What follows belongs to an exercise in optimizing a design on an open flow for a short achievable clock period and few clock cycles per item; a production flow would make more cautious choices. In this exercise RTL edits were held to simulation tests only and were not proved equivalent to the original. Power and IR drop assume default switching activity.

==> onyx <==
==> flow/design.v (excerpt) <==
module exec_unit (
  input  logic        clk_i,
  input  logic        rst_i,
  input  logic        req_valid_i,
  output logic        req_ready_o,
  input  logic [31:0] req_pc_i,
  input  logic [5:0]  req_op_i,
  input  logic [31:0] req_param1_i,
  input  logic [31:0] req_param2_i,
  input  logic [31:0] req_param3_i,
  input  logic [4:0]  req_rd_i,
  output logic        resp_valid_o,
  input  logic        resp_ready_i,
  output logic        resp_write_o,
  output logic [4:0]  resp_addr_o,
  output logic [31:0] resp_result_o,
  output logic        resp_branch_o,
  output logic [19:0] resp_boffset_o,
  output logic [31:0] wb_adr_o,
  output logic [31:0] wb_dat_o,
  output logic        wb_we_o,
  output logic [3:0]  wb_sel_o,
  output logic        wb_stb_o,
  output logic        wb_cyc_o,
  input  logic [31:0] wb_dat_i,
  input  logic        wb_ack_i
);
  localparam int D  = 12;   
  localparam int DW = 4;
  localparam int B  = 6;    
  localparam int BW = 3;
  logic [31:0] a, b, c, pc;
  logic [5:0]  op;
  assign a  = req_param1_i;
  assign b  = req_param2_i;
  assign c  = req_param3_i;
  assign pc = req_pc_i;
  assign op = req_op_i;
  logic rdy_q, nrdy_q, acc;
  assign req_ready_o = rdy_q;
  assign acc         = req_valid_i & !nrdy_q;
  logic        d_lui, d_auipc, d_jal, d_add, d_sub, d_xor, d_or, d_and;
  logic        d_slt, d_sltu, d_sll, d_srl, d_sra, d_load, d_store, d_mem, d_br;
  logic        d_beq, d_bne, d_blt, d_bge, d_bltu, d_bgeu, d_inv;
  logic [1:0]  d_size;     
  logic        d_sgn;
  always_comb begin
    d_lui   = (op == 6'd0);
    d_auipc = (op == 6'd1);
    d_jal   = (op == 6'd2) || (op == 6'd3);
    d_add   = (op == 6'd4);
    d_sub   = (op == 6'd5);
    d_xor   = (op == 6'd6);
    d_or    = (op == 6'd7);
    d_and   = (op == 6'd8);
    d_slt   = (op == 6'd9);
    d_sltu  = (op == 6'd10);
    d_sll   = (op == 6'd11);
    d_srl   = (op == 6'd12);
    d_sra   = (op == 6'd13);
    d_load  = (op >= 6'd14) && (op <= 6'd18);
    d_store = (op >= 6'd19) && (op <= 6'd21);
    d_mem   = d_load || d_store;
    d_br    = (op >= 6'd22) && (op <= 6'd27);
    d_beq   = (op == 6'd22);
    d_bne   = (op == 6'd23);
    d_blt   = (op == 6'd24);
    d_bge   = (op == 6'd25);
    d_bltu  = (op == 6'd26);
    d_bgeu  = (op == 6'd27);
    d_inv   = d_sub || d_slt || d_sltu || d_br;    
  ...
Settings: LEC_CHECK=0, ABC_CLOCK_PERIOD_IN_PS=2000, CAP_MARGIN=20, CORE_MARGIN=2, CORE_UTILIZATION=68, CTS_CLUSTER_DIAMETER=80, CTS_CLUSTER_SIZE=25, SETUP_SLACK_MARGIN=2.7, SLEW_MARGIN=20, SYNTH_HIERARCHICAL=1, SYNTH_MINIMUM_KEEP_SIZE=0, TNS_END_PERCENT=100; clock period 5.0 ns.
standard.sh (not shown) runs the stock make flow with config.mk's settings and CLKGATE_MAP_FILE= SYNTH_SCRIPT=/design/flow/synth_recipe.tcl, a recipe that flattens the netlist after the stock synthesis.
==> flow/flow/run.sh <==
#!/bin/bash
# The standard layout, with two changes to how it is made:
# - the port buffers are buf_4 cells (the platform's default pick is a
#   delay cell, clkdlybuf4s50_1), still one buffer on every input and output;
# - the resizer may change a cell's footprint when it sizes it (the platform
#   otherwise limits sizing to cells of the same footprint).
set -euo pipefail
bash standard.sh "BUFFER_PORTS_ARGS=-buffer_cell sky130_fd_sc_hd__buf_4" MATCH_CELL_FOOTPRINT=0 finish > standard_flow.log 2>&1
==> quartz (differences from onyx) <==
--- a/flow/design.v
+++ b/flow/design.v
@@ -207,38 +207,31 @@
       default:             d_size = 2'd2;
     endcase
     d_sgn = (op == 6'd14) || (op == 6'd15);
   end
   logic          r_v;
   logic [DW-1:0] r_idx;
   logic [31:0]   r_x, r_y, r_c;
-  logic [31:0]   r_nx, r_ny;    
   logic          r_cin;
   logic [4:0]    r_rd;
-  logic [3:0]    r_sl_lo, r_sr_lo;    
-  logic [7:0]    r_sh_hi;             
-  logic          r_fill;              
-  logic          r_xor, r_or, r_and, r_use_sum, r_slt, r_sltu, r_jal, r_mem, r_store, r_wr;
+  logic          r_xor, r_or, r_and, r_sll, r_srx, r_sra, r_use_sum, r_slt, r_sltu, r_jal, r_mem, r_store, r_wr;
   logic          r_beq, r_bne, r_blt, r_bge, r_bltu, r_bgeu, r_sgn;
   logic [1:0]    r_size;
   logic [DW-1:0] acc_ptr;
   always_ff @(posedge clk_i) begin
     r_idx     <= acc_ptr;
     r_x       <= (d_auipc || d_jal) ? pc : (d_lui ? 32'd0 : a);
     r_y       <= d_jal ? 32'd4 : (b ^ {32{d_inv}});
-    r_nx      <= ~a;
-    r_ny      <= ~b;
     r_cin     <= d_inv;
     r_xor     <= d_xor;
     r_or      <= d_or;
     r_and     <= d_and;
-    r_sl_lo   <= d_sll ? (4'b0001 << b[1:0]) : 4'b0000;
-    r_sr_lo   <= (d_srl || d_sra) ? (4'b0001 << b[1:0]) : 4'b0000;
-    r_sh_hi   <= 8'b0000_0001 << b[4:2];
-    r_fill    <= d_sra && a[31];
+    r_sll     <= d_sll;
+    r_srx     <= d_srl || d_sra;
+    r_sra     <= d_sra;
     r_use_sum <= d_add || d_sub || d_auipc || d_jal || d_lui;
     r_slt     <= d_slt;
     r_sltu    <= d_sltu;
     r_jal     <= d_jal;
     r_mem     <= d_mem;
     r_store   <= d_store;
     r_wr      <= !(d_store || d_br);
@@ -255,69 +248,48 @@
   end
   logic [32:0] x_sum33;    
   add32 u_add (.x(r_x), .y(r_y), .cin(r_cin), .s(x_sum33));
   logic [1:0]  lo2;
   logic [3:0]  sel_d;
   logic [31:0] wdat_d;
   always_comb begin
-    lo2 = ~r_nx[1:0] + ~r_ny[1:0];
+    lo2 = r_x[1:0] + r_y[1:0];
     case (r_size)
       2'd0:    sel_d = 4'b0001 << lo2;
       2'd1:    sel_d = lo2[1] ? 4'b1100 : 4'b0011;
       default: sel_d = 4'b1111;
     endcase
     case (r_size)
       2'd0:    wdat_d = {4{r_c[7:0]}};
       2'd1:    wdat_d = {2{r_c[15:0]}};
       default: wdat_d = r_c;
     endcase
   end
-  logic [31:0] sx, sl1, sr1, sl2, sr2;
-  always_comb begin
-    sx = ~r_nx;
-    for (int i = 0; i < 32; i++) begin
-      sl1[i] = 1'b0;
-      sr1[i] = 1'b0;
-      for (int k = 0; k < 4; k++) begin
-        if (i - k >= 0) sl1[i] = sl1[i] | (r_sl_lo[k] & sx[i-k]);
-        if (i + k < 32) sr1[i] = sr1[i] | (r_sr_lo[k] & sx[i+k]);
-        else            sr1[i] = sr1[i] | (r_sr_lo[k] & r_fill);
-      end
-    end
-    for (int i = 0; i < 32; i++) begin
-      sl2[i] = 1'b0;
-      sr2[i] = 1'b0;
-      for (int k = 0; k < 8; k++) begin
-        if (i - 4*k >= 0) sl2[i] = sl2[i] | (r_sh_hi[k] & sl1[i-4*k]);
-        if (i + 4*k < 32) sr2[i] = sr2[i] | (r_sh_hi[k] & sr1[i+4*k]);
-        else              sr2[i] = sr2[i] | (r_sh_hi[k] & r_fill);
-      end
-    end
-  end
   logic          a_v;
   logic [DW-1:0] a_idx;
   logic [32:0]   a_sum33;
   logic [31:0]   a_misc, a_wdat;
   logic          a_use_sum, a_slt, a_sltu, a_jal, a_mem, a_store, a_wr;
   logic          a_beq, a_bne, a_blt, a_bge, a_bltu, a_bgeu, a_sgn;
   logic          a_eq, a_a31, a_b31;
   logic [1:0]    a_size;
   logic [3:0]    a_sel;
   logic [19:0]   a_c20;
   logic [4:0]    a_rd;
   always_ff @(posedge clk_i) begin
     a_idx     <= r_idx;
     a_sum33   <= x_sum33;
-    a_misc    <= ({32{r_xor}} & (r_nx ^ r_ny))
-               | ({32{r_or}}  & ~(r_nx & r_ny))
-               | ({32{r_and}} & ~(r_nx | r_ny))
-               | sl2 | sr2;
-    a_eq      <= ~|(r_nx ^ r_ny);
-    a_a31     <= !r_nx[31];
-    a_b31     <= !r_ny[31];
+    a_misc    <= ({32{r_xor}} & (r_x ^ r_y))
+               | ({32{r_or}}  & (r_x | r_y))
+               | ({32{r_and}} & (r_x & r_y))
+               | ({32{r_sll}} & (r_x << r_y[4:0]))
+               | ({32{r_srx}} & 32'($signed({r_sra & r_x[31], r_x}) >>> r_y[4:0]));
+    a_eq      <= &(r_x ^ r_y);    
+    a_a31     <= r_x[31];
+    a_b31     <= !r_y[31];
     a_use_sum <= r_use_sum;
     a_slt     <= r_slt;
     a_sltu    <= r_sltu;
     a_jal     <= r_jal;
     a_mem     <= r_mem;
     a_store   <= r_store;
     a_wr      <= r_wr;
@@ -348,30 +320,28 @@
   logic [D-1:0]  rob_done;   
   logic          rob_wr   [D];
   logic [4:0]    rob_rd   [D];
   logic [31:0]   rob_res  [D];
   logic          rob_br   [D];
   logic [19:0]   rob_bo   [D];
   logic [D-1:0]  head, head_m1;    
-  logic [D-1:0]  nhead;            
-  localparam logic [D-1:0] HEAD0 = 1;
   logic [DW:0]   cnt;              
   logic          stb_q, nstb_q;    
   logic [31:0]   adr_q, dat_q;
   logic [1:0]    nlo_q;    
   logic          we_q;
   logic [3:0]    sel_q;
   logic [DW-1:0] idx_q;
   logic [1:0]    size_q;
   logic          sgn_q;
   logic          done_bus;
   logic [31:0]   ld_d;
   assign done_bus = !nstb_q && wb_ack_i;
   logic rv_q, nrv_q, move, taken_resp;    
-  assign move       = |(rob_done & ~nhead) && (nrv_q || resp_ready_i);
+  assign move       = |(rob_done & head) && (nrv_q || resp_ready_i);
   assign taken_resp = !nrv_q && resp_ready_i;
   always_ff @(posedge clk_i) begin
     for (int i = 0; i < D; i++) begin
       if (a_v && a_idx == DW'(i)) begin
         rob_wr[i]  <= a_wr;
         rob_rd[i]  <= a_rd;
         rob_res[i] <= a_out;
@@ -382,15 +352,14 @@
       end
     end
   end
   always_ff @(posedge clk_i) begin
     if (rst_i) begin
       rob_done <= '0;
       head     <= D'(1);
-      nhead    <= ~HEAD0;
       head_m1  <= D'(1) << (D - 1);
       acc_ptr  <= '0;
       a_v      <= 1'b0;
       r_v      <= 1'b0;
     end else begin
       for (int i = 0; i < D; i++) begin
         if (a_v && a_idx == DW'(i)) begin
@@ -402,15 +371,14 @@
         end
       end
       r_v <= acc;
       a_v <= r_v;
       if (acc) acc_ptr <= (acc_ptr == DW'(D - 1)) ? '0 : acc_ptr + 1'b1;
       if (move) begin
         head    <= {head[D-2:0], head[D-1]};
-        nhead   <= {nhead[D-2:0], nhead[D-1]};
         head_m1 <= head;
       end
     end
   end
   logic        o_wr, o_br;
   logic [4:0]  o_rd;
   logic [31:0] o_res;
@@ -586,17 +554,14 @@
   assign rob_lt0 = cnt < (DW+1)'(D - 1);    
   assign rob_lt1 = cnt < (DW+1)'(D);
   assign rob_lt2 = cnt < (DW+1)'(D + 1);
   assign bq_lt0  = bq_k < (BW+2)'(B - 1);
   assign bq_lt1  = bq_k < (BW+2)'(B);
   assign bq_lt2  = bq_k < (BW+2)'(B + 1);
   assign am      = acc && d_mem;
-  logic [DW:0] cnt_p1, cnt_m1;
-  assign cnt_p1  = cnt + 1'b1;
-  assign cnt_m1  = cnt - 1'b1;
   always_comb begin
     case ({acc, taken_resp})
       2'b10:   rdy_d = rob_lt0;
       2'b01:   rdy_d = rob_lt2;
       default: rdy_d = rob_lt1;
     endcase
     case ({am, done_bus})
@@ -607,18 +572,14 @@
   end
   always_ff @(posedge clk_i) begin
     if (rst_i) begin
       cnt    <= '0;
       rdy_q  <= 1'b1;
       nrdy_q <= 1'b0;
     end else begin
-      case ({acc, taken_resp})    
-        2'b10:   cnt <= cnt_p1;
-        2'b01:   cnt <= cnt_m1;
-        default: cnt <= cnt;
-      endcase
+      cnt    <= cnt + (DW+1)'(acc) - (DW+1)'(taken_resp);
       rdy_q  <= rdy_d;
       nrdy_q <= !rdy_d;
     end
   end
 endmodule
 `default_nettype wire
CORE_UTILIZATION = 55   (was 68)
==> results.txt <==
- Slew HR: 0.175
- Hold EP: a_rd[3]$_DFF_P_
- Combinational share of power: 0.095
- Comb power: 2.56 mW
- Outcome: timing/DRC/antenna clean
- Routed wl met2: 111000 um
- Final setup skew: 0.0226 ns
- Pwr Density: 325 nW/um^2
- Sequential share of cell area: 0.559
- Fraction of layout cells with a size suffix above 1: 0.135
the above is filed under onyx

==> results.txt <==
- Pwr Density: 334 nW/um^2
- Outcome: timing/DRC/antenna clean
- Comb power: 3.85 mW
- Slew HR: 0.233
- Sequential share of cell area: 0.529
the above is filed under quartz

Testbench counts of onyx, summed over its fixed seeds: cycles 24,101, items 24,000.
Testbench counts of quartz, summed over its fixed seeds: cycles 24,101, items 24,000.

## separate check: timing with driven ports
No port has a modelled driver above. Below, the same layouts with a new extraction and two added sets of constraints. Step 1 assumes that a clkbuf_16 drives the clock port and a buf_2 every other input. Step 2 moves the port delays by t, midway between the first and last clock arrival at a register: inputs arrive t later, outputs are due t later. That takes back most of the time a late clock gives input paths. Three values: ideal ports, drivers, drivers and shift; two values: the first two.
run | t (ns) | setup slack, ns | slew at the worst register clock pin (ns) | worst slew at a driven data input, ns
onyx | 0.798 | 2.596 / 2.596 / 1.855 | 0.11 / 0.11 | 0.16
quartz | 0.812 | 2.625 / 2.625 / 1.885 | 0.10 / 0.10 | 0.20
After both steps every run listed still meets setup and hold. The setup slack of onyx, which loses most, moves by 0.000 ns with the drivers and by -0.741 ns with both steps.
